Background: an optimization exercise with open tools, aiming at small area, a short achievable clock period and few clock cycles per item. Do not read the settings as production practice. In this exercise RTL edits were held to simulation tests only and were not proved equivalent to the original. Power and IR drop assume default switching activity.

### design/flow/design.v
package poly_pkg;
    localparam int word_size = 16;
    localparam int slot_count = 8;
    localparam int max_coefs = 32;
    localparam int fifo_depth = 16;
    localparam int slot_bits = $clog2(slot_count);
    localparam int coef_bits = $clog2(max_coefs);    
    localparam int addr_bits = slot_bits + coef_bits;
    localparam int fifo_cw = $clog2(fifo_depth) + 1;
    localparam int cmd_bits = 8 + slot_bits + coef_bits;     
    localparam int tok_bits = word_size + 2;                 
    typedef enum logic [7:0] {
        op_stp = 8'h00,
        op_evp = 8'h01,
        op_evb = 8'h02,
        op_rst = 8'h03
    } opcode_t;
    typedef struct packed {
        opcode_t              opcode;
        logic [slot_bits-1:0] slot;
        logic [coef_bits-1:0] arg;   
    } cmd_word_t;
    typedef enum logic [1:0] {st_ok, st_no_poly, st_bad_opcode} status_t;
    typedef struct packed {
        logic [word_size-1:0] result;
        status_t              status;
    } out_token_t;
    typedef enum logic [3:0] {
        idle, get_cmd_start, get_cmd_wait, stp_start, stp_wait, evp_start, evp_wait,
        evb_start, evb_wait, evb_output, rst_slots, output_st
    } ctrl_state_t;
endpackage
`timescale 1ns/100ps
module token_fifo
#(
    parameter int width = 16,
    parameter int depth = 4          
)
(
    input  logic               clk,
    input  logic               rst,
    input  logic               wr_en,
    input  logic [width-1:0]   wr_data,
    input  logic               rd_en,
    output logic [width-1:0]   rd_data,
    output logic               valid,
    output logic               full
);
    localparam int aw = $clog2(depth);
    logic [width-1:0] mem [depth];
    logic [aw-1:0] wr_ptr;
    logic [aw-1:0] rd_ptr;
    logic [aw:0] count;
    logic do_wr;
    logic do_rd;
    assign full = count == (aw + 1)'(depth);
    assign valid = count != '0;
    assign do_wr = wr_en && !full;
    assign do_rd = rd_en && valid;
    assign rd_data = mem[rd_ptr];
    always_ff @(posedge clk or negedge rst)
    begin
        if (!rst)
        begin
            wr_ptr <= '0;
            rd_ptr <= '0;
            count <= '0;
        end
        else
        begin
            wr_ptr <= wr_ptr + aw'(do_wr);
            rd_ptr <= rd_ptr + aw'(do_rd);
            count <= count + (aw + 1)'(do_wr) - (aw + 1)'(do_rd);
        end
    end
    always_ff @(posedge clk)
    begin
        if (do_wr)
            mem[wr_ptr] <= wr_data;
    end
endmodule
`timescale 1ns/100ps
module coef_store
(
    input  logic                               clk,
    input  logic                               wr_en,
    input  logic [poly_pkg::slot_bits-1:0]     wr_slot,
    input  logic [4:0]                         wr_stage,
    input  logic [poly_pkg::word_size-1:0]     wr_data,
    input  logic [poly_pkg::slot_bits-1:0]     rd_slot,
    input  logic [2:0]                         rd_tap,
    output logic [poly_pkg::word_size-1:0]     rd_data
);
    localparam int w = poly_pkg::word_size;
    logic [8*32*w-1:0] ring;
    logic [64*w-1:0] taps;
    for (genvar s = 0; s < 8; s++)
    begin : g_slot
        for (genvar k = 0; k < 32; k++)
        begin : g_stage
            logic [w-1:0] q;
            if (k % 2 == 1)
            begin : g_wr
                always_ff @(posedge clk)
                begin
                    if (wr_en && wr_slot == 3'(s) && wr_stage == 5'(k))
                        q <= wr_data;
                    else
                        q <= ring[(s*32 + (k+31)%32)*w +: w];
                end
            end
            else
            begin : g_shift
                always_ff @(posedge clk)
                    q <= ring[(s*32 + (k+31)%32)*w +: w];
            end
            assign ring[(s*32 + k)*w +: w] = q;
        end
        for (genvar t = 0; t < 8; t++)
        begin : g_tap
            assign taps[(s*8 + t)*w +: w] = ring[(s*32 + 4*t)*w +: w];
        end
    end
    always_ff @(posedge clk)
        rd_data <= taps[{rd_slot, rd_tap}*w +: w];
endmodule
`timescale 1ns/100ps
module mac_csa
(
    input  logic [15:0] a,
    input  logic [15:0] m,
    input  logic [15:0] c1,
    input  logic [15:0] c2,
    output logic [15:0] s,
    output logic [15:0] c
);
    logic t1;
    logic t2;
    logic t3;
    logic t4;
    logic t5;
    logic t6;
    logic t7;
    logic t8;
    logic t9;
    logic t10;
    logic t11;
    logic t12;
    logic t13;
    logic t14;
    logic t15;
    logic t16;
    logic t17;
    logic t18;
    logic t19;
    logic t20;
    logic t21;
    logic t22;
    logic t23;
    logic t24;
    logic t25;
    logic t26;
    logic t27;
    logic t28;
    logic t29;
    logic t30;
    logic t31;
    logic t32;
    logic t33;
    logic t34;
    logic t35;
    logic t36;
    logic t37;
    logic t38;
    logic t39;
    logic t40;
    logic t41;
    logic t42;
    logic t43;
    logic t44;
    logic t45;
    logic t46;
    logic t47;
    logic t48;
    logic t49;
    logic t50;
    logic t51;
    logic t52;
    logic t53;
    logic t54;
    logic t55;
    logic t56;
    logic t57;
    logic t58;
    logic t59;
    logic t60;
    logic t61;
    logic t62;
    logic t63;
    logic t64;
    logic t65;
    logic t66;
    logic t67;
    logic t68;
    logic t69;
    logic t70;
    logic t71;
    logic t72;
    logic t73;
    logic t74;
    logic t75;
    logic t76;
    logic t77;
    logic t78;
    logic t79;
    logic t80;
    logic t81;
    logic t82;
    logic t83;
    logic t84;
    logic t85;
    logic t86;
    logic t87;
    logic t88;
    logic t89;
    logic t90;
    logic t91;
    logic t92;
    logic t93;
    logic t94;
    logic t95;
    logic t96;
    logic t97;
    logic t98;
    logic t99;
    logic t100;
    logic t101;
    logic t102;
    logic t103;
    logic t104;
    logic t105;
    logic t106;
    logic t107;
    logic t108;
    logic t109;
    logic t110;
    logic t111;
    logic t112;
    logic t113;
    logic t114;
    logic t115;
    logic t116;
    logic t117;
    logic t118;
    logic t119;
    logic t120;
    logic t121;
    logic t122;
    logic t123;
    logic t124;
    logic t125;
    logic t126;
    logic t127;
    logic t128;
    logic t129;
    logic t130;
    logic t131;
    logic t132;
    logic t133;
    logic t134;
    logic t135;
    logic t136;
    logic t137;
    logic t138;
    logic t139;
    logic t140;
    logic t141;
    logic t142;
    logic t143;
    logic t144;
    logic t145;
    logic t146;
    logic t147;
    logic t148;
    logic t149;
    logic t150;
    logic t151;
    logic t152;
    logic t153;
    logic t154;
    logic t155;
    logic t156;
    logic t157;
    logic t158;
    logic t159;
    logic t160;
    logic t161;
    logic t162;
    logic t163;
    logic t164;
    logic t165;
    logic t166;
    logic t167;
    logic t168;
    logic t169;
    logic t170;
    logic t171;
    logic t172;
    logic t173;
    logic t174;
    logic t175;
    logic t176;
    logic t177;
    logic t178;
    logic t179;
    logic t180;
    logic t181;
    logic t182;
    logic t183;
    logic t184;
    logic t185;
    logic t186;
    logic t187;
    logic t188;
    logic t189;
    logic t190;
    logic t191;
    logic t192;
    logic t193;
    logic t194;
    logic t195;
    logic t196;
    logic t197;
    logic t198;
    logic t199;
    logic t200;
    logic t201;
    logic t202;
    logic t203;
    logic t204;
    logic t205;
    logic t206;
    logic t207;
    logic t208;
    logic t209;
    logic t210;
    logic t211;
    logic t212;
    logic t213;
    logic t214;
    logic t215;
    logic t216;
    logic t217;
    logic t218;
    logic t219;
    logic t220;
    logic t221;
    logic t222;
    logic t223;
    logic t224;
    logic t225;
    logic t226;
    logic t227;
    logic t228;
    logic t229;
    logic t230;
    logic t231;
    logic t232;
    logic t233;
    logic t234;
    logic t235;
    logic t236;
    logic t237;
    logic t238;
    logic t239;
    logic t240;
    logic t241;
    logic t242;
    logic t243;
    logic t244;
    logic t245;
    logic t246;
    logic t247;
    logic t248;
    logic t249;
    logic t250;
    logic t251;
    logic t252;
    logic t253;
    logic t254;
    logic t255;
    logic t256;
    logic t257;
    logic t258;
    logic t259;
    logic t260;
    logic t261;
    logic t262;
    logic t263;
    logic t264;
    logic t265;
    logic t266;
    logic t267;
    logic t268;
    logic t269;
    logic t270;
    logic t271;
    logic t272;
    assign t1 = (a[11] & m[0]) ^ (a[10] & m[1]);
    assign t2 = (a[11] & m[0]) & (a[10] & m[1]);
    assign t3 = (a[12] & m[0]) ^ (a[11] & m[1]) ^ (a[10] & m[2]);
    assign t4 = ((a[12] & m[0]) & (a[11] & m[1])) | ((a[12] & m[0]) & (a[10] & m[2])) | ((a[11] & m[1]) & (a[10] & m[2]));
    assign t5 = (a[9] & m[3]) ^ (a[8] & m[4]);
    assign t6 = (a[9] & m[3]) & (a[8] & m[4]);
    assign t7 = (a[13] & m[0]) ^ (a[12] & m[1]) ^ (a[11] & m[2]);
    assign t8 = ((a[13] & m[0]) & (a[12] & m[1])) | ((a[13] & m[0]) & (a[11] & m[2])) | ((a[12] & m[1]) & (a[11] & m[2]));
    assign t9 = (a[10] & m[3]) ^ (a[9] & m[4]) ^ (a[8] & m[5]);
    assign t10 = ((a[10] & m[3]) & (a[9] & m[4])) | ((a[10] & m[3]) & (a[8] & m[5])) | ((a[9] & m[4]) & (a[8] & m[5]));
    assign t11 = (a[7] & m[6]) ^ (a[6] & m[7]);
    assign t12 = (a[7] & m[6]) & (a[6] & m[7]);
    assign t13 = (a[14] & m[0]) ^ (a[13] & m[1]) ^ (a[12] & m[2]);
    assign t14 = ((a[14] & m[0]) & (a[13] & m[1])) | ((a[14] & m[0]) & (a[12] & m[2])) | ((a[13] & m[1]) & (a[12] & m[2]));
    assign t15 = (a[11] & m[3]) ^ (a[10] & m[4]) ^ (a[9] & m[5]);
    assign t16 = ((a[11] & m[3]) & (a[10] & m[4])) | ((a[11] & m[3]) & (a[9] & m[5])) | ((a[10] & m[4]) & (a[9] & m[5]));
    assign t17 = (a[8] & m[6]) ^ (a[7] & m[7]) ^ (a[6] & m[8]);
    assign t18 = ((a[8] & m[6]) & (a[7] & m[7])) | ((a[8] & m[6]) & (a[6] & m[8])) | ((a[7] & m[7]) & (a[6] & m[8]));
    assign t19 = (a[5] & m[9]) ^ (a[4] & m[10]);
    assign t20 = (a[5] & m[9]) & (a[4] & m[10]);
    assign t21 = (a[15] & m[0]) ^ (a[14] & m[1]) ^ (a[13] & m[2]);
    assign t22 = ((a[15] & m[0]) & (a[14] & m[1])) | ((a[15] & m[0]) & (a[13] & m[2])) | ((a[14] & m[1]) & (a[13] & m[2]));
    assign t23 = (a[12] & m[3]) ^ (a[11] & m[4]) ^ (a[10] & m[5]);
    assign t24 = ((a[12] & m[3]) & (a[11] & m[4])) | ((a[12] & m[3]) & (a[10] & m[5])) | ((a[11] & m[4]) & (a[10] & m[5]));
    assign t25 = (a[9] & m[6]) ^ (a[8] & m[7]) ^ (a[7] & m[8]);
    assign t26 = ((a[9] & m[6]) & (a[8] & m[7])) | ((a[9] & m[6]) & (a[7] & m[8])) | ((a[8] & m[7]) & (a[7] & m[8]));
    assign t27 = (a[6] & m[9]) ^ (a[5] & m[10]) ^ (a[4] & m[11]);
    assign t28 = ((a[6] & m[9]) & (a[5] & m[10])) | ((a[6] & m[9]) & (a[4] & m[11])) | ((a[5] & m[10]) & (a[4] & m[11]));
    assign t29 = (a[3] & m[12]) ^ (a[2] & m[13]);
    assign t30 = (a[3] & m[12]) & (a[2] & m[13]);
    assign t31 = (a[7] & m[0]) ^ (a[6] & m[1]);
    assign t32 = (a[7] & m[0]) & (a[6] & m[1]);
    assign t33 = (a[8] & m[0]) ^ (a[7] & m[1]) ^ (a[6] & m[2]);
    assign t34 = ((a[8] & m[0]) & (a[7] & m[1])) | ((a[8] & m[0]) & (a[6] & m[2])) | ((a[7] & m[1]) & (a[6] & m[2]));
    assign t35 = (a[5] & m[3]) ^ (a[4] & m[4]);
    assign t36 = (a[5] & m[3]) & (a[4] & m[4]);
    assign t37 = (a[9] & m[0]) ^ (a[8] & m[1]) ^ (a[7] & m[2]);
    assign t38 = ((a[9] & m[0]) & (a[8] & m[1])) | ((a[9] & m[0]) & (a[7] & m[2])) | ((a[8] & m[1]) & (a[7] & m[2]));
    assign t39 = (a[6] & m[3]) ^ (a[5] & m[4]) ^ (a[4] & m[5]);
    assign t40 = ((a[6] & m[3]) & (a[5] & m[4])) | ((a[6] & m[3]) & (a[4] & m[5])) | ((a[5] & m[4]) & (a[4] & m[5]));
    assign t41 = (a[3] & m[6]) ^ (a[2] & m[7]);
    assign t42 = (a[3] & m[6]) & (a[2] & m[7]);
    assign t43 = (a[10] & m[0]) ^ (a[9] & m[1]) ^ (a[8] & m[2]);
    assign t44 = ((a[10] & m[0]) & (a[9] & m[1])) | ((a[10] & m[0]) & (a[8] & m[2])) | ((a[9] & m[1]) & (a[8] & m[2]));
    assign t45 = (a[7] & m[3]) ^ (a[6] & m[4]) ^ (a[5] & m[5]);
    assign t46 = ((a[7] & m[3]) & (a[6] & m[4])) | ((a[7] & m[3]) & (a[5] & m[5])) | ((a[6] & m[4]) & (a[5] & m[5]));
    assign t47 = (a[4] & m[6]) ^ (a[3] & m[7]) ^ (a[2] & m[8]);
    assign t48 = ((a[4] & m[6]) & (a[3] & m[7])) | ((a[4] & m[6]) & (a[2] & m[8])) | ((a[3] & m[7]) & (a[2] & m[8]));
    assign t49 = (a[1] & m[9]) ^ (a[0] & m[10]);
    assign t50 = (a[1] & m[9]) & (a[0] & m[10]);
    assign t51 = t1 ^ (a[9] & m[2]) ^ (a[8] & m[3]);
    assign t52 = (t1 & (a[9] & m[2])) | (t1 & (a[8] & m[3])) | ((a[9] & m[2]) & (a[8] & m[3]));
    assign t53 = (a[7] & m[4]) ^ (a[6] & m[5]) ^ (a[5] & m[6]);
    assign t54 = ((a[7] & m[4]) & (a[6] & m[5])) | ((a[7] & m[4]) & (a[5] & m[6])) | ((a[6] & m[5]) & (a[5] & m[6]));
    assign t55 = (a[4] & m[7]) ^ (a[3] & m[8]) ^ (a[2] & m[9]);
    assign t56 = ((a[4] & m[7]) & (a[3] & m[8])) | ((a[4] & m[7]) & (a[2] & m[9])) | ((a[3] & m[8]) & (a[2] & m[9]));
    assign t57 = (a[1] & m[10]) ^ (a[0] & m[11]) ^ c1[11];
    assign t58 = ((a[1] & m[10]) & (a[0] & m[11])) | ((a[1] & m[10]) & c1[11]) | ((a[0] & m[11]) & c1[11]);
    assign t59 = t2 ^ t3 ^ t5;
    assign t60 = (t2 & t3) | (t2 & t5) | (t3 & t5);
    assign t61 = (a[7] & m[5]) ^ (a[6] & m[6]) ^ (a[5] & m[7]);
    assign t62 = ((a[7] & m[5]) & (a[6] & m[6])) | ((a[7] & m[5]) & (a[5] & m[7])) | ((a[6] & m[6]) & (a[5] & m[7]));
    assign t63 = (a[4] & m[8]) ^ (a[3] & m[9]) ^ (a[2] & m[10]);
    assign t64 = ((a[4] & m[8]) & (a[3] & m[9])) | ((a[4] & m[8]) & (a[2] & m[10])) | ((a[3] & m[9]) & (a[2] & m[10]));
    assign t65 = (a[1] & m[11]) ^ (a[0] & m[12]) ^ c1[12];
    assign t66 = ((a[1] & m[11]) & (a[0] & m[12])) | ((a[1] & m[11]) & c1[12]) | ((a[0] & m[12]) & c1[12]);
    assign t67 = t4 ^ t6 ^ t7;
    assign t68 = (t4 & t6) | (t4 & t7) | (t6 & t7);
    assign t69 = t9 ^ t11 ^ (a[5] & m[8]);
    assign t70 = (t9 & t11) | (t9 & (a[5] & m[8])) | (t11 & (a[5] & m[8]));
    assign t71 = (a[4] & m[9]) ^ (a[3] & m[10]) ^ (a[2] & m[11]);
    assign t72 = ((a[4] & m[9]) & (a[3] & m[10])) | ((a[4] & m[9]) & (a[2] & m[11])) | ((a[3] & m[10]) & (a[2] & m[11]));
    assign t73 = (a[1] & m[12]) ^ (a[0] & m[13]) ^ c1[13];
    assign t74 = ((a[1] & m[12]) & (a[0] & m[13])) | ((a[1] & m[12]) & c1[13]) | ((a[0] & m[13]) & c1[13]);
    assign t75 = t8 ^ t10 ^ t12;
    assign t76 = (t8 & t10) | (t8 & t12) | (t10 & t12);
    assign t77 = t13 ^ t15 ^ t17;
    assign t78 = (t13 & t15) | (t13 & t17) | (t15 & t17);
    assign t79 = t19 ^ (a[3] & m[11]) ^ (a[2] & m[12]);
    assign t80 = (t19 & (a[3] & m[11])) | (t19 & (a[2] & m[12])) | ((a[3] & m[11]) & (a[2] & m[12]));
    assign t81 = (a[1] & m[13]) ^ (a[0] & m[14]) ^ c1[14];
    assign t82 = ((a[1] & m[13]) & (a[0] & m[14])) | ((a[1] & m[13]) & c1[14]) | ((a[0] & m[14]) & c1[14]);
    assign t83 = t14 ^ t16 ^ t18;
    assign t84 = (t14 & t16) | (t14 & t18) | (t16 & t18);
    assign t85 = t20 ^ t21 ^ t23;
    assign t86 = (t20 & t21) | (t20 & t23) | (t21 & t23);
    assign t87 = t25 ^ t27 ^ t29;
    assign t88 = (t25 & t27) | (t25 & t29) | (t27 & t29);
    assign t89 = (a[1] & m[14]) ^ (a[0] & m[15]) ^ c1[15];
    assign t90 = ((a[1] & m[14]) & (a[0] & m[15])) | ((a[1] & m[14]) & c1[15]) | ((a[0] & m[15]) & c1[15]);
    assign t91 = (a[4] & m[0]) ^ (a[3] & m[1]);
    assign t92 = (a[4] & m[0]) & (a[3] & m[1]);
    assign t93 = (a[5] & m[0]) ^ (a[4] & m[1]) ^ (a[3] & m[2]);
    assign t94 = ((a[5] & m[0]) & (a[4] & m[1])) | ((a[5] & m[0]) & (a[3] & m[2])) | ((a[4] & m[1]) & (a[3] & m[2]));
    assign t95 = (a[2] & m[3]) ^ (a[1] & m[4]);
    assign t96 = (a[2] & m[3]) & (a[1] & m[4]);
    assign t97 = (a[6] & m[0]) ^ (a[5] & m[1]) ^ (a[4] & m[2]);
    assign t98 = ((a[6] & m[0]) & (a[5] & m[1])) | ((a[6] & m[0]) & (a[4] & m[2])) | ((a[5] & m[1]) & (a[4] & m[2]));
    assign t99 = (a[3] & m[3]) ^ (a[2] & m[4]) ^ (a[1] & m[5]);
    assign t100 = ((a[3] & m[3]) & (a[2] & m[4])) | ((a[3] & m[3]) & (a[1] & m[5])) | ((a[2] & m[4]) & (a[1] & m[5]));
    assign t101 = (a[0] & m[6]) ^ c1[6];
    assign t102 = (a[0] & m[6]) & c1[6];
    assign t103 = t31 ^ (a[5] & m[2]) ^ (a[4] & m[3]);
    assign t104 = (t31 & (a[5] & m[2])) | (t31 & (a[4] & m[3])) | ((a[5] & m[2]) & (a[4] & m[3]));
    assign t105 = (a[3] & m[4]) ^ (a[2] & m[5]) ^ (a[1] & m[6]);
    assign t106 = ((a[3] & m[4]) & (a[2] & m[5])) | ((a[3] & m[4]) & (a[1] & m[6])) | ((a[2] & m[5]) & (a[1] & m[6]));
    assign t107 = (a[0] & m[7]) ^ c1[7] ^ c2[7];
    assign t108 = ((a[0] & m[7]) & c1[7]) | ((a[0] & m[7]) & c2[7]) | (c1[7] & c2[7]);
    assign t109 = t32 ^ t33 ^ t35;
    assign t110 = (t32 & t33) | (t32 & t35) | (t33 & t35);
    assign t111 = (a[3] & m[5]) ^ (a[2] & m[6]) ^ (a[1] & m[7]);
    assign t112 = ((a[3] & m[5]) & (a[2] & m[6])) | ((a[3] & m[5]) & (a[1] & m[7])) | ((a[2] & m[6]) & (a[1] & m[7]));
    assign t113 = (a[0] & m[8]) ^ c1[8] ^ c2[8];
    assign t114 = ((a[0] & m[8]) & c1[8]) | ((a[0] & m[8]) & c2[8]) | (c1[8] & c2[8]);
    assign t115 = t34 ^ t36 ^ t37;
    assign t116 = (t34 & t36) | (t34 & t37) | (t36 & t37);
    assign t117 = t39 ^ t41 ^ (a[1] & m[8]);
    assign t118 = (t39 & t41) | (t39 & (a[1] & m[8])) | (t41 & (a[1] & m[8]));
    assign t119 = (a[0] & m[9]) ^ c1[9] ^ c2[9];
    assign t120 = ((a[0] & m[9]) & c1[9]) | ((a[0] & m[9]) & c2[9]) | (c1[9] & c2[9]);
    assign t121 = t38 ^ t40 ^ t42;
    assign t122 = (t38 & t40) | (t38 & t42) | (t40 & t42);
    assign t123 = t43 ^ t45 ^ t47;
    assign t124 = (t43 & t45) | (t43 & t47) | (t45 & t47);
    assign t125 = t49 ^ c1[10] ^ c2[10];
    assign t126 = (t49 & c1[10]) | (t49 & c2[10]) | (c1[10] & c2[10]);
    assign t127 = t44 ^ t46 ^ t48;
    assign t128 = (t44 & t46) | (t44 & t48) | (t46 & t48);
    assign t129 = t50 ^ t51 ^ t53;
    assign t130 = (t50 & t51) | (t50 & t53) | (t51 & t53);
    assign t131 = t55 ^ t57 ^ c2[11];
    assign t132 = (t55 & t57) | (t55 & c2[11]) | (t57 & c2[11]);
    assign t133 = t52 ^ t54 ^ t56;
    assign t134 = (t52 & t54) | (t52 & t56) | (t54 & t56);
    assign t135 = t58 ^ t59 ^ t61;
    assign t136 = (t58 & t59) | (t58 & t61) | (t59 & t61);
    assign t137 = t63 ^ t65 ^ c2[12];
    assign t138 = (t63 & t65) | (t63 & c2[12]) | (t65 & c2[12]);
    assign t139 = t60 ^ t62 ^ t64;
    assign t140 = (t60 & t62) | (t60 & t64) | (t62 & t64);
    assign t141 = t66 ^ t67 ^ t69;
    assign t142 = (t66 & t67) | (t66 & t69) | (t67 & t69);
    assign t143 = t71 ^ t73 ^ c2[13];
    assign t144 = (t71 & t73) | (t71 & c2[13]) | (t73 & c2[13]);
    assign t145 = t68 ^ t70 ^ t72;
    assign t146 = (t68 & t70) | (t68 & t72) | (t70 & t72);
    assign t147 = t74 ^ t75 ^ t77;
    assign t148 = (t74 & t75) | (t74 & t77) | (t75 & t77);
    assign t149 = t79 ^ t81 ^ c2[14];
    assign t150 = (t79 & t81) | (t79 & c2[14]) | (t81 & c2[14]);
    assign t151 = t76 ^ t78 ^ t80;
    assign t152 = (t76 & t78) | (t76 & t80) | (t78 & t80);
    assign t153 = t82 ^ t83 ^ t85;
    assign t154 = (t82 & t83) | (t82 & t85) | (t83 & t85);
    assign t155 = t87 ^ t89 ^ c2[15];
    assign t156 = (t87 & t89) | (t87 & c2[15]) | (t89 & c2[15]);
    assign t157 = (a[2] & m[0]) ^ (a[1] & m[1]);
    assign t158 = (a[2] & m[0]) & (a[1] & m[1]);
    assign t159 = (a[3] & m[0]) ^ (a[2] & m[1]) ^ (a[1] & m[2]);
    assign t160 = ((a[3] & m[0]) & (a[2] & m[1])) | ((a[3] & m[0]) & (a[1] & m[2])) | ((a[2] & m[1]) & (a[1] & m[2]));
    assign t161 = (a[0] & m[3]) ^ c1[3];
    assign t162 = (a[0] & m[3]) & c1[3];
    assign t163 = t91 ^ (a[2] & m[2]) ^ (a[1] & m[3]);
    assign t164 = (t91 & (a[2] & m[2])) | (t91 & (a[1] & m[3])) | ((a[2] & m[2]) & (a[1] & m[3]));
    assign t165 = (a[0] & m[4]) ^ c1[4] ^ c2[4];
    assign t166 = ((a[0] & m[4]) & c1[4]) | ((a[0] & m[4]) & c2[4]) | (c1[4] & c2[4]);
    assign t167 = t92 ^ t93 ^ t95;
    assign t168 = (t92 & t93) | (t92 & t95) | (t93 & t95);
    assign t169 = (a[0] & m[5]) ^ c1[5] ^ c2[5];
    assign t170 = ((a[0] & m[5]) & c1[5]) | ((a[0] & m[5]) & c2[5]) | (c1[5] & c2[5]);
    assign t171 = t94 ^ t96 ^ t97;
    assign t172 = (t94 & t96) | (t94 & t97) | (t96 & t97);
    assign t173 = t99 ^ t101 ^ c2[6];
    assign t174 = (t99 & t101) | (t99 & c2[6]) | (t101 & c2[6]);
    assign t175 = t98 ^ t100 ^ t102;
    assign t176 = (t98 & t100) | (t98 & t102) | (t100 & t102);
    assign t177 = t103 ^ t105 ^ t107;
    assign t178 = (t103 & t105) | (t103 & t107) | (t105 & t107);
    assign t179 = t104 ^ t106 ^ t108;
    assign t180 = (t104 & t106) | (t104 & t108) | (t106 & t108);
    assign t181 = t109 ^ t111 ^ t113;
    assign t182 = (t109 & t111) | (t109 & t113) | (t111 & t113);
    assign t183 = t110 ^ t112 ^ t114;
    assign t184 = (t110 & t112) | (t110 & t114) | (t112 & t114);
    assign t185 = t115 ^ t117 ^ t119;
    assign t186 = (t115 & t117) | (t115 & t119) | (t117 & t119);
    assign t187 = t116 ^ t118 ^ t120;
    assign t188 = (t116 & t118) | (t116 & t120) | (t118 & t120);
    assign t189 = t121 ^ t123 ^ t125;
    assign t190 = (t121 & t123) | (t121 & t125) | (t123 & t125);
    assign t191 = t122 ^ t124 ^ t126;
    assign t192 = (t122 & t124) | (t122 & t126) | (t124 & t126);
    assign t193 = t127 ^ t129 ^ t131;
    assign t194 = (t127 & t129) | (t127 & t131) | (t129 & t131);
    assign t195 = t128 ^ t130 ^ t132;
    assign t196 = (t128 & t130) | (t128 & t132) | (t130 & t132);
    assign t197 = t133 ^ t135 ^ t137;
    assign t198 = (t133 & t135) | (t133 & t137) | (t135 & t137);
    assign t199 = t134 ^ t136 ^ t138;
    assign t200 = (t134 & t136) | (t134 & t138) | (t136 & t138);
    assign t201 = t139 ^ t141 ^ t143;
    assign t202 = (t139 & t141) | (t139 & t143) | (t141 & t143);
    assign t203 = t140 ^ t142 ^ t144;
    assign t204 = (t140 & t142) | (t140 & t144) | (t142 & t144);
    assign t205 = t145 ^ t147 ^ t149;
    assign t206 = (t145 & t147) | (t145 & t149) | (t147 & t149);
    assign t207 = t146 ^ t148 ^ t150;
    assign t208 = (t146 & t148) | (t146 & t150) | (t148 & t150);
    assign t209 = t151 ^ t153 ^ t155;
    assign t210 = (t151 & t153) | (t151 & t155) | (t153 & t155);
    assign t211 = (a[1] & m[0]) ^ (a[0] & m[1]);
    assign t212 = (a[1] & m[0]) & (a[0] & m[1]);
    assign t213 = t157 ^ (a[0] & m[2]) ^ c1[2];
    assign t214 = (t157 & (a[0] & m[2])) | (t157 & c1[2]) | ((a[0] & m[2]) & c1[2]);
    assign t215 = t158 ^ t159 ^ t161;
    assign t216 = (t158 & t159) | (t158 & t161) | (t159 & t161);
    assign t217 = t160 ^ t162 ^ t163;
    assign t218 = (t160 & t162) | (t160 & t163) | (t162 & t163);
    assign t219 = t164 ^ t166 ^ t167;
    assign t220 = (t164 & t166) | (t164 & t167) | (t166 & t167);
    assign t221 = t168 ^ t170 ^ t171;
    assign t222 = (t168 & t170) | (t168 & t171) | (t170 & t171);
    assign t223 = t172 ^ t174 ^ t175;
    assign t224 = (t172 & t174) | (t172 & t175) | (t174 & t175);
    assign t225 = t176 ^ t178 ^ t179;
    assign t226 = (t176 & t178) | (t176 & t179) | (t178 & t179);
    assign t227 = t180 ^ t182 ^ t183;
    assign t228 = (t180 & t182) | (t180 & t183) | (t182 & t183);
    assign t229 = t184 ^ t186 ^ t187;
    assign t230 = (t184 & t186) | (t184 & t187) | (t186 & t187);
    assign t231 = t188 ^ t190 ^ t191;
    assign t232 = (t188 & t190) | (t188 & t191) | (t190 & t191);
    assign t233 = t192 ^ t194 ^ t195;
    assign t234 = (t192 & t194) | (t192 & t195) | (t194 & t195);
    assign t235 = t196 ^ t198 ^ t199;
    assign t236 = (t196 & t198) | (t196 & t199) | (t198 & t199);
    assign t237 = t200 ^ t202 ^ t203;
    assign t238 = (t200 & t202) | (t200 & t203) | (t202 & t203);
    assign t239 = t204 ^ t206 ^ t207;
    assign t240 = (t204 & t206) | (t204 & t207) | (t206 & t207);
    assign t241 = (a[0] & m[0]) ^ c1[0];
    assign t242 = (a[0] & m[0]) & c1[0];
    assign t243 = t211 ^ c1[1] ^ c2[1];
    assign t244 = (t211 & c1[1]) | (t211 & c2[1]) | (c1[1] & c2[1]);
    assign t245 = t212 ^ t213 ^ c2[2];
    assign t246 = (t212 & t213) | (t212 & c2[2]) | (t213 & c2[2]);
    assign t247 = t214 ^ t215 ^ c2[3];
    assign t248 = (t214 & t215) | (t214 & c2[3]) | (t215 & c2[3]);
    assign t249 = t216 ^ t217 ^ t165;
    assign t250 = (t216 & t217) | (t216 & t165) | (t217 & t165);
    assign t251 = t218 ^ t219 ^ t169;
    assign t252 = (t218 & t219) | (t218 & t169) | (t219 & t169);
    assign t253 = t220 ^ t221 ^ t173;
    assign t254 = (t220 & t221) | (t220 & t173) | (t221 & t173);
    assign t255 = t222 ^ t223 ^ t177;
    assign t256 = (t222 & t223) | (t222 & t177) | (t223 & t177);
    assign t257 = t224 ^ t225 ^ t181;
    assign t258 = (t224 & t225) | (t224 & t181) | (t225 & t181);
    assign t259 = t226 ^ t227 ^ t185;
    assign t260 = (t226 & t227) | (t226 & t185) | (t227 & t185);
    assign t261 = t228 ^ t229 ^ t189;
    assign t262 = (t228 & t229) | (t228 & t189) | (t229 & t189);
    assign t263 = t230 ^ t231 ^ t193;
    assign t264 = (t230 & t231) | (t230 & t193) | (t231 & t193);
    assign t265 = t232 ^ t233 ^ t197;
    assign t266 = (t232 & t233) | (t232 & t197) | (t233 & t197);
    assign t267 = t234 ^ t235 ^ t201;
    assign t268 = (t234 & t235) | (t234 & t201) | (t235 & t201);
    assign t269 = t236 ^ t237 ^ t205;
    assign t270 = (t236 & t237) | (t236 & t205) | (t237 & t205);
    assign t271 = t238 ^ t239 ^ t209;
    assign t272 = (t238 & t239) | (t238 & t209) | (t239 & t209);
    assign s[0] = t241;
    assign c[0] = c2[0];
    assign s[1] = t242;
    assign c[1] = t243;
    assign s[2] = t244;
    assign c[2] = t245;
    assign s[3] = t246;
    assign c[3] = t247;
    assign s[4] = t248;
    assign c[4] = t249;
    assign s[5] = t250;
    assign c[5] = t251;
    assign s[6] = t252;
    assign c[6] = t253;
    assign s[7] = t254;
    assign c[7] = t255;
    assign s[8] = t256;
    assign c[8] = t257;
    assign s[9] = t258;
    assign c[9] = t259;
    assign s[10] = t260;
    assign c[10] = t261;
    assign s[11] = t262;
    assign c[11] = t263;
    assign s[12] = t264;
    assign c[12] = t265;
    assign s[13] = t266;
    assign c[13] = t267;
    assign s[14] = t268;
    assign c[14] = t269;
    assign s[15] = t270;
    assign c[15] = t271;
endmodule
`timescale 1ns/100ps
module poly_actor
(
    input  logic                            clk,
    input  logic                            rst,
    input  logic                            cmd_req,
    input  poly_pkg::cmd_word_t             cmd_data,
    output logic                            cmd_ack,
    input  logic                            data_req,
    input  logic [poly_pkg::word_size-1:0]  data_in,
    output logic                            data_ack,
    output logic                            out_req,
    output poly_pkg::out_token_t            out_token,
    input  logic                            out_ack
);
    localparam int w = poly_pkg::word_size;
    localparam int lanes = 8;
    localparam int lw = $clog2(lanes);
    logic [1:0] in_req;
    logic [1:0] in_ack;
    logic [1:0] in_full;
    logic [1:0] in_wr;
    poly_pkg::cmd_word_t cq;
    logic cv;
    logic cmd_pop;
    logic [w-1:0] dq;
    logic dv;
    logic data_pop;
    assign in_req = {data_req, cmd_req};
    assign in_wr = in_req & ~in_ack & ~in_full;
    assign cmd_ack = in_ack[0];
    assign data_ack = in_ack[1];
    always_ff @(posedge clk or negedge rst)
    begin
        if (!rst)
            in_ack <= '0;
        else
            in_ack <= (in_ack & in_req) | in_wr;
    end
    token_fifo #(.width(poly_pkg::cmd_bits), .depth(2)) cmd_fifo_i
    (
        .clk(clk), .rst(rst), .wr_en(in_wr[0]), .wr_data(cmd_data), .rd_en(cmd_pop),
        .rd_data(cq), .valid(cv), .full(in_full[0])
    );
    token_fifo #(.width(w), .depth(8)) data_fifo_i
    (
        .clk(clk), .rst(rst), .wr_en(in_wr[1]), .wr_data(data_in), .rd_en(data_pop),
        .rd_data(dq), .valid(dv), .full(in_full[1])
    );
    logic [4:0] ph;
    logic [4:0] deg [poly_pkg::slot_count];
    logic [poly_pkg::slot_count-1:0] slot_ok;
    logic wr_en;
    logic [2:0] wr_slot;
    logic [4:0] wr_stage;
    logic [w-1:0] wr_data;
    logic [2:0] sel_slot;
    logic [2:0] sel_tap;
    logic [w-1:0] coef;
    coef_store store_i
    (
        .clk(clk), .wr_en(wr_en), .wr_slot(wr_slot), .wr_stage(wr_stage), .wr_data(wr_data),
        .rd_slot(sel_slot), .rd_tap(sel_tap), .rd_data(coef)
    );
    typedef enum logic [1:0] {q_idle, q_setup, q_eval} seq_state_t;
    typedef enum logic [1:0] {k_ok, k_none, k_bad} kind_t;
    typedef enum logic [2:0] {e_idle, e_sq, e_wait, e_mac, e_fin, e_tail, e_done} eng_state_t;
    typedef enum logic [1:0] {o_none, o_sq, o_chain, o_fin} op_t;
    seq_state_t st;
    kind_t kind;
    logic [2:0] slot;
    logic [4:0] n;           
    logic [4:0] idx;         
    logic [5:0] rem;         
    logic [w-1:0] x_next [lanes];
    logic [lw:0] cnt_next;   
    eng_state_t est;
    logic [2:0] eng_slot;
    logic [lw:0] eng_cnt;
    logic [4:0] eng_n;
    logic [lw:0] prev_cnt;   
    logic [4:0] mcnt;
    logic [1:0] zs;          
    logic [1:0] cp;          
    op_t op1;                
    op_t p2;                 
    logic [w-1:0] coef_b;
    logic [w-1:0] x [lanes];
    logic [w-1:0] acc [lanes];
    logic [poly_pkg::tok_bits-1:0] res [lanes];
    logic [lw:0] res_cnt;
    logic [lw:0] res_ptr;
    logic res_free;
    logic stp_go;
    logic can_load;
    logic aligned;
    logic [4:0] tap_pos;
    logic launch;
    logic eng_last;
    logic do_copy;
    logic [5:0] cnt_cmd;
    assign res_free = res_cnt == '0;
    assign eng_last = est == e_fin;
    assign do_copy = (est == e_done && res_free) || cp[1];
    assign stp_go = st == q_setup && dv && !ph[0] ^ idx[0]
                    && !(est != e_idle && eng_slot == slot);
    assign can_load = st == q_eval && kind != k_bad && rem != '0 && dv
                      && (cnt_next != (lw + 1)'(lanes) || launch);
    assign tap_pos = ph + n + 5'd2;
    assign aligned = tap_pos[1:0] == 2'b00;
    always_comb
    begin
        launch = 1'b0;
        if (st == q_eval && cnt_next != '0)
        begin
            if (kind == k_ok)
                launch = aligned && (est == e_idle || (eng_last && res_free));
            else
                launch = est == e_idle && res_free;
        end
    end
    assign data_pop = stp_go || can_load;
    assign cmd_pop = st == q_idle && cv;
    assign cnt_cmd = cq.opcode == poly_pkg::op_evb ? {1'b0, cq.arg} : 6'd1;
    always_ff @(posedge clk or negedge rst)
    begin
        if (!rst)
        begin
            st <= q_idle;
            kind <= k_ok;
            slot <= '0;
            n <= '0;
            idx <= '0;
            rem <= '0;
            cnt_next <= '0;
            slot_ok <= '0;
            ph <= '0;
            wr_en <= 1'b0;
            for (int i = 0; i < poly_pkg::slot_count; i++)
                deg[i] <= '0;
        end
        else
        begin
            ph <= ph + 5'd1;
            wr_en <= stp_go;
            case (st)
                q_idle:
                begin
                    if (cv)
                    begin
                        slot <= cq.slot;
                        idx <= '0;
                        case (cq.opcode)
                            poly_pkg::op_stp:
                            begin
                                n <= cq.arg;
                                st <= q_setup;
                            end
                            poly_pkg::op_evp, poly_pkg::op_evb:
                            begin
                                n <= deg[cq.slot];
                                kind <= slot_ok[cq.slot] ? k_ok : k_none;
                                rem <= cnt_cmd;
                                if (cnt_cmd != '0)
                                    st <= q_eval;
                            end
                            poly_pkg::op_rst: slot_ok <= '0;
                            default:
                            begin
                                kind <= k_bad;
                                rem <= '0;
                                cnt_next <= 1;
                                st <= q_eval;
                            end
                        endcase
                    end
                end
                q_setup:
                begin
                    if (stp_go)
                    begin
                        idx <= idx + 5'd1;
                        if (idx == n)
                        begin
                            deg[slot] <= n;
                            slot_ok[slot] <= 1'b1;
                            st <= q_idle;
                        end
                    end
                end
                q_eval:
                begin
                    if (can_load)
                        rem <= rem - 6'd1;
                    if (launch)
                        cnt_next <= (lw + 1)'(can_load);
                    else if (can_load)
                        cnt_next <= cnt_next + 1'b1;
                    if (launch && !can_load && rem == '0)
                        st <= q_idle;
                end
                default: st <= q_idle;
            endcase
        end
    end
    always_ff @(posedge clk)
    begin
        wr_slot <= slot;
        wr_stage <= ph + idx + 5'd3;
        wr_data <= dq;
        if (can_load)
            x_next[launch ? '0 : cnt_next[lw-1:0]] <= dq;
    end
    always_ff @(posedge clk or negedge rst)
    begin
        if (!rst)
        begin
            est <= e_idle;
            eng_slot <= '0;
            eng_cnt <= '0;
            eng_n <= '0;
            prev_cnt <= '0;
            mcnt <= '0;
            zs <= '0;
            p2 <= o_none;
            cp <= '0;
            sel_slot <= '0;
            sel_tap <= '0;
        end
        else
        begin
            p2 <= op1;
            cp <= {cp[0], 1'b0};
            zs <= {zs[0], 1'b0};
            if (launch && kind == k_ok)
            begin
                est <= e_sq;
                eng_slot <= slot;
                eng_cnt <= cnt_next;
                prev_cnt <= eng_cnt;
                eng_n <= n;
                sel_slot <= slot;
                sel_tap <= tap_pos[4:2];
                cp[0] <= est == e_fin;
            end
            else
            begin
                case (est)
                    e_sq: est <= e_wait;
                    e_wait:
                    begin
                        mcnt <= eng_n;
                        zs <= 2'b11;
                        est <= e_mac;
                    end
                    e_mac:
                    begin
                        mcnt <= mcnt - 5'd1;
                        if (mcnt == '0)
                            est <= e_fin;
                    end
                    e_fin: est <= e_tail;
                    e_tail: est <= e_done;
                    e_done:
                    begin
                        if (res_free)
                            est <= e_idle;
                    end
                    default: est <= e_idle;
                endcase
            end
        end
    end
    always_comb
    begin
        case (est)
            e_sq: op1 = o_sq;
            e_mac: op1 = o_chain;
            e_fin: op1 = o_fin;
            default: op1 = o_none;
        endcase
    end
    always_ff @(posedge clk)
    begin
        coef_b <= coef;
    end
    for (genvar i = 0; i < lanes; i++)
    begin : g_lane
        logic [w-1:0] ma;
        logic [w-1:0] mm;
        logic [w-1:0] mc1;
        logic [w-1:0] mc2;
        logic [w-1:0] ts;
        logic [w-1:0] tc;
        logic [w-1:0] rs;
        logic [w-1:0] rc;
        logic [w-1:0] x2;
        logic [w-1:0] sum;
        assign ma = op1 == o_sq ? x[i] : (zs[1] ? '0 : acc[i]);
        assign mm = op1 == o_chain ? x2 : x[i];
        assign mc1 = op1 == o_chain ? coef_b : (op1 == o_fin ? rs : '0);
        assign mc2 = op1 == o_fin ? rc : '0;
        assign sum = rs + rc;
        mac_csa csa_i (.a(ma), .m(mm), .c1(mc1), .c2(mc2), .s(ts), .c(tc));
        always_ff @(posedge clk)
        begin
            if (launch && kind == k_ok)
                x[i] <= x_next[i];
            rs <= ts;
            rc <= tc;
            if (p2 == o_sq)
                x2 <= sum;
            if (p2 == o_chain || p2 == o_fin)
                acc[i] <= sum;
        end
    end
    always_ff @(posedge clk or negedge rst)
    begin
        if (!rst)
        begin
            res_cnt <= '0;
            res_ptr <= '0;
            out_req <= 1'b0;
        end
        else
        begin
            if (do_copy)
                res_cnt <= cp[1] ? prev_cnt : eng_cnt;
            else if (launch && kind != k_ok)
                res_cnt <= cnt_next;
            if (!out_req && !out_ack && !res_free)
            begin
                out_req <= 1'b1;
                if (res_ptr + 1'b1 == res_cnt)
                begin
                    res_ptr <= '0;
                    res_cnt <= '0;
                end
                else
                    res_ptr <= res_ptr + 1'b1;
            end
            else if (out_ack)
                out_req <= 1'b0;
        end
    end
    always_ff @(posedge clk)
    begin
        if (!out_req && !out_ack && !res_free)
            out_token <= res[res_ptr[lw-1:0]];
        for (int i = 0; i < lanes; i++)
        begin
            if (do_copy)
                res[i] <= {acc[i], poly_pkg::st_ok};
            else if (launch && kind != k_ok)
                res[i] <= {16'h0000, kind == k_bad ? poly_pkg::st_bad_opcode : poly_pkg::st_no_poly};
        end
    end
endmodule
### design/flow/run.sh
#!/bin/bash
# synth_recipe.tcl (not shown) runs the flow's synth.tcl, then flattens the netlist and writes it again
# the make line also repeats each setting of config.mk as NAME=value (left out here)
make -C /OpenROAD-flow-scripts/flow DESIGN_CONFIG=/design/flow/config.mk WORK_HOME=/design/flow/orfs CLKGATE_MAP_FILE= SYNTH_SCRIPT=/design/flow/synth_recipe.tcl finish
### design/flow/config.mk
export PLATFORM = sky130hd
export DESIGN_NAME = poly_actor
export DESIGN_NICKNAME = poly_actor
export VERILOG_FILES = /design/flow/design.v
export SDC_FILE = /design/flow/constraint.sdc
export NUM_CORES = 4
export LEC_CHECK = 0
export CAP_MARGIN = 30
export CORE_MARGIN = 2
export CORE_UTILIZATION = 35
export PLACE_DENSITY = 0.45
export SLEW_MARGIN = 40
export SYNTH_MEMORY_MAX_BITS = 8192
### design/flow/constraint.sdc
create_clock -name core_clock -period 8.5 [get_ports {clk}]
set_input_delay 1.7000 -clock core_clock [delete_from_list [all_inputs] [get_ports {clk}]]
set_output_delay 1.7000 -clock core_clock [all_outputs]
set_load 0.01 [all_outputs]
==> run notes <==
root buffer cell clkbuf_16; Fin Setup TNS 0 ns; grt total ovfl 0; WL/cell 24.7 um; post-route ant nets 0; final hold vios 0; first drt pass iteration count 7; unrepaired setup endpoints after global routing no; prevailing post-synth register cell dfxtp_1; YS warnings 8; Worst-path clk slew 0.06 ns; final RePlAce weighted congestion 0.851; DRT Wirelength 561000 um; clock net sink count 5359; fraction of registers with async set/reset 0.0259; Design Area, Final 228000 sq um; Via density 4.66; area grow syn2layout 16.1%; Max Root-Sink Buffers 4; clock skew 0.0930 ns; fmax 147 MHz; leakage 93.0 nW; CTS tree built; Ports 58; crit path max fanout 29; # H-tree levels 6; post-CTS setup buffer count 0; Data required, critical path 9.42 ns; Startpoint Class flop; # port buffers 57; global-route wire length before repair 811000 um; syn nets 15567; DRC 0; crit share post-route 0.802; initial core utilization 0.351; Vias 105754; #FFs+latches synth 5359; hold buffer count at CTS 0; final setup fails 0; clock buffer count from CTS 581; nets 15852; Core Region 560000 sq um; Total GRT Usage 0.195; Peak VDD IR 0.259 mV; vias in the first global route 110886; Clk Latency, worst-skew pair 1.08 ns; Slew @ Worst Pin 0.962 ns; Post-Syn Instances 14397; EDFF count, synth 818; Die Y-Extent 753 um; fraction of layout cells with a size suffix above 1 0.276; Cell Area, Synth 197000 sq um; critical path endpoint category flop; DP Worst Slack 1.77 ns; Hold WC Path Type reg -> reg; final worst slack 1.69 ns; critical path type reg -> reg; Tmin final 6.81 ns; status no timing/DRC/antenna violations; largest net degree at the start of global routing 96; Avg Cell Area, Syn 13.7 sq um; post_cts resized 0; first-iteration detailed-routing DRC count 6567; number of max-cap violations 0; DP Area 208000 sq um; Die Wd 753 um; Placement Rows 275; Slew headroom 0.352; Slew Viols, Final 0; post-detailed-placement half-perimeter wirelength 370000 um; Yosys cell types 84; DP Cell Count 21573; initial antenna violation count 69; sequential area share after synthesis 0.591; Die ar. 568000 sq um; Finished Layout Cells 22676; PD cells 325 nW/um^2; Worst EP arrival 7.73 ns
area by class of cell:
| cell class | instances | area (sq um) |
|---|---|---|
| clock buffer | 854 | 17100 |
| clock inverter | 207 | 2800 |
| multi-input combinational | 7306 | 74600 |
| timing repair buffer | 394 | 4130 |
| tap | 7479 | 9360 |
| inverter | 1040 | 3910 |
| fill | 52647 | 332000 |
| antenna | 37 | 92.6 |
| sequential | 5359 | 116000 |
flip-flops by register name, indices dropped and copies added (netlist names), 5 cells and up:
name	flops
store_i.g_slot.g_stage.q	4096
res	130
acc	128
data_fifo_i.mem	128
g_lane.rs	128
g_lane.x2	128
x	128
x_next	128
g_lane.rc	120
deg	40
cmd_fifo_i.mem	32
out_token	18
coef_b	16
store_i.rd_data	16
wr_data	16
slot_ok	8
rem	6
eng_n	5
idx	5
mcnt	5
n	5
ph	5
wr_stage	5
per-layer routing:
layer  global-route usage  part of all wire  wire, um  up-vias
met5                    0          0.000023        13        -
met4               0.0462             0.023     13200        2
met3               0.0248             0.038     21200      711
met2                0.324              0.47    266000     2067
met1                0.271              0.47    261000    54178
li1                     -                 -         -    48796
where the power goes:
part / leakage (nW) / switching, mW / internal (mW)
logic: 38.5 / 12.1 / 7.14
registers: 44.8 / 1.41 / 27.7
clock network: 9.73 / 10.8 / 15.0
total: 93.0 / 24.3 / 49.8
cells by family (layout without fill, tap and decap cells):
logic type               count (synthesis)  count (layout)  synth area share
other                                    0              37                 0
AND/OR/NAND/NOR                       2375            2375            0.0557
multiplexers                          2697            2697             0.175
buffers and inverters                 1732            2495            0.0338
XOR/XNOR                               357             357            0.0165
flip-flops                            5359            5359             0.591
adder cells (fa/ha/maj)               1133            1133             0.105
AO/OA/AOI/OAI                          744             744            0.0236
Yosys cell counts (all sizes together) (12+ instances only):
cell,number,area share
a21oi,245,0.0063
nand3b,19,0.00073
nand2b,148,0.0047
nand3,45,0.0011
mux4,362,0.041
nor3,45,0.0012
o21ai,192,0.0049
and3,13,0.00041
a41oi,13,0.00058
nor2b,69,0.0022
o211ai,12,0.00046
nand2,725,0.014
nor2,857,0.016
a211oi,25,0.00095
xor2,59,0.0026
o21a,40,0.0015
fa,851,0.087
mux2i,178,0.0096
buf,113,0.0029
or2,185,0.0059
xnor2,290,0.013
edfxtp,818,0.12
clkbuf,579,0.011
inv,1039,0.020
and2,185,0.0059
dfxtp,4402,0.45
nor3b,34,0.0013
a221oi,20,0.00089
a21o,93,0.0036
a222oi,16,0.00081
a21boi,12,0.00046
dfrtp,139,0.018
ha,282,0.018
mux2,2157,0.12
critical path, cell delays in order (launching register included):
cell and delay (ns):
dfrtp_1 0.56, and3b_4 0.84, buf_4 0.47, mux2i_1 0.70, nor2_1 0.16, fa_1 0.56, inv_1 0.05, fa_1 0.48
inv_1 0.07, fa_1 0.54, inv_1 0.05, fa_1 0.42, fa_1 0.42, xnor2_1 0.16, xnor3_1 0.42, xnor2_1 0.19
xnor2_1 0.15, xnor2_1 0.15, xnor2_1 0.15, xnor2_1 0.13
metrics by stage:
stage          power, mW  utilization  hold slack, ns
6_report            74.1        0.407           0.274
5_1_grt             78.5        0.407           0.279
4_1_cts             75.2        0.407           0.269
3_5_place_dp        49.2        0.371           0.312
3_3_place_gp        49.0        0.369           0.310
2_1_floorplan       41.8            -           0.310
final timing paths:
kind | startpoint | endpoint | slack (ns) | depth (start not counted)
setup / recovery | est[2] | g_lane[0].rc[15] | 1.69 | 19
hold / removal | store_i.g_slot[0].g_stage[9].q[4] | store_i.g_slot[0].g_stage[10].q[4] | 0.27 | 0
setup reg to reg | est[2] | g_lane[0].rc[15] | 1.69 | 19
hold reg to reg | store_i.g_slot[0].g_stage[9].q[4] | store_i.g_slot[0].g_stage[10].q[4] | 0.27 | 0
max in group asynchronous | rst | data_fifo_i.rd_ptr[1] | 6.65 | 2
min in group asynchronous | rst | deg[6][2] | 0.68 | 1
placed cells by master (no fill, tap or decap), types with 40 or more instances in the layout:
cell             instances
nand3_1                 43
edfxtp_1               818
xnor2_1                289
or2_2                  185
clkbuf_8               145
clkdlybuf4s50_1         56
clkbuf_1               123
dfrtp_1                129
fa_1                   851
buf_4                  258
ha_1                   280
o21ai_0                177
a21o_1                  92
inv_1                 1038
o21a_1                  40
nor2_2                  54
nand2_1                708
a21oi_1                242
nor2_1                 764
nor2b_1                 66
clkinv_2                80
mux2_2                2139
mux4_2                 362
nand2b_1               147
clkbuf_16              587
mux2i_1                145
and2_1                 174
dfxtp_1               4385
xor2_1                  59
Testbench counts, summed over its fixed seeds: cycles 15,666, items 3,097.

==> static timing again, ports no longer ideal <==
In the flow no input, the clock included, has a driving cell. The finished layout below was timed again as built, in two steps. Step 1 (the two cells are an assumption about what drives the block):
set clk [get_ports {clk}]
set_driving_cell -lib_cell sky130_fd_sc_hd__clkbuf_16 $clk
set_driving_cell -lib_cell sky130_fd_sc_hd__buf_2 [delete_from_list [all_inputs] $clk]
Step 2 adds t to the input delays and takes it off the output delays; t is the mean of the earliest and latest rising clock arrival at the registers after step 1. Input paths then give back, and output paths get back, about the clock's delay inside the block. Slacks: ideal / step 1 / step 2; pairs: ideal / step 1.
shift t [ns]: 1.144
setup WS [ns]: 1.686 / 1.686 / 1.686
worst data-port slew with drivers (ns): 0.05
After both steps this run still meets setup and hold. For this run, drivers alone change the setup slack by 0.000 ns; drivers and shift together by 0.000 ns.
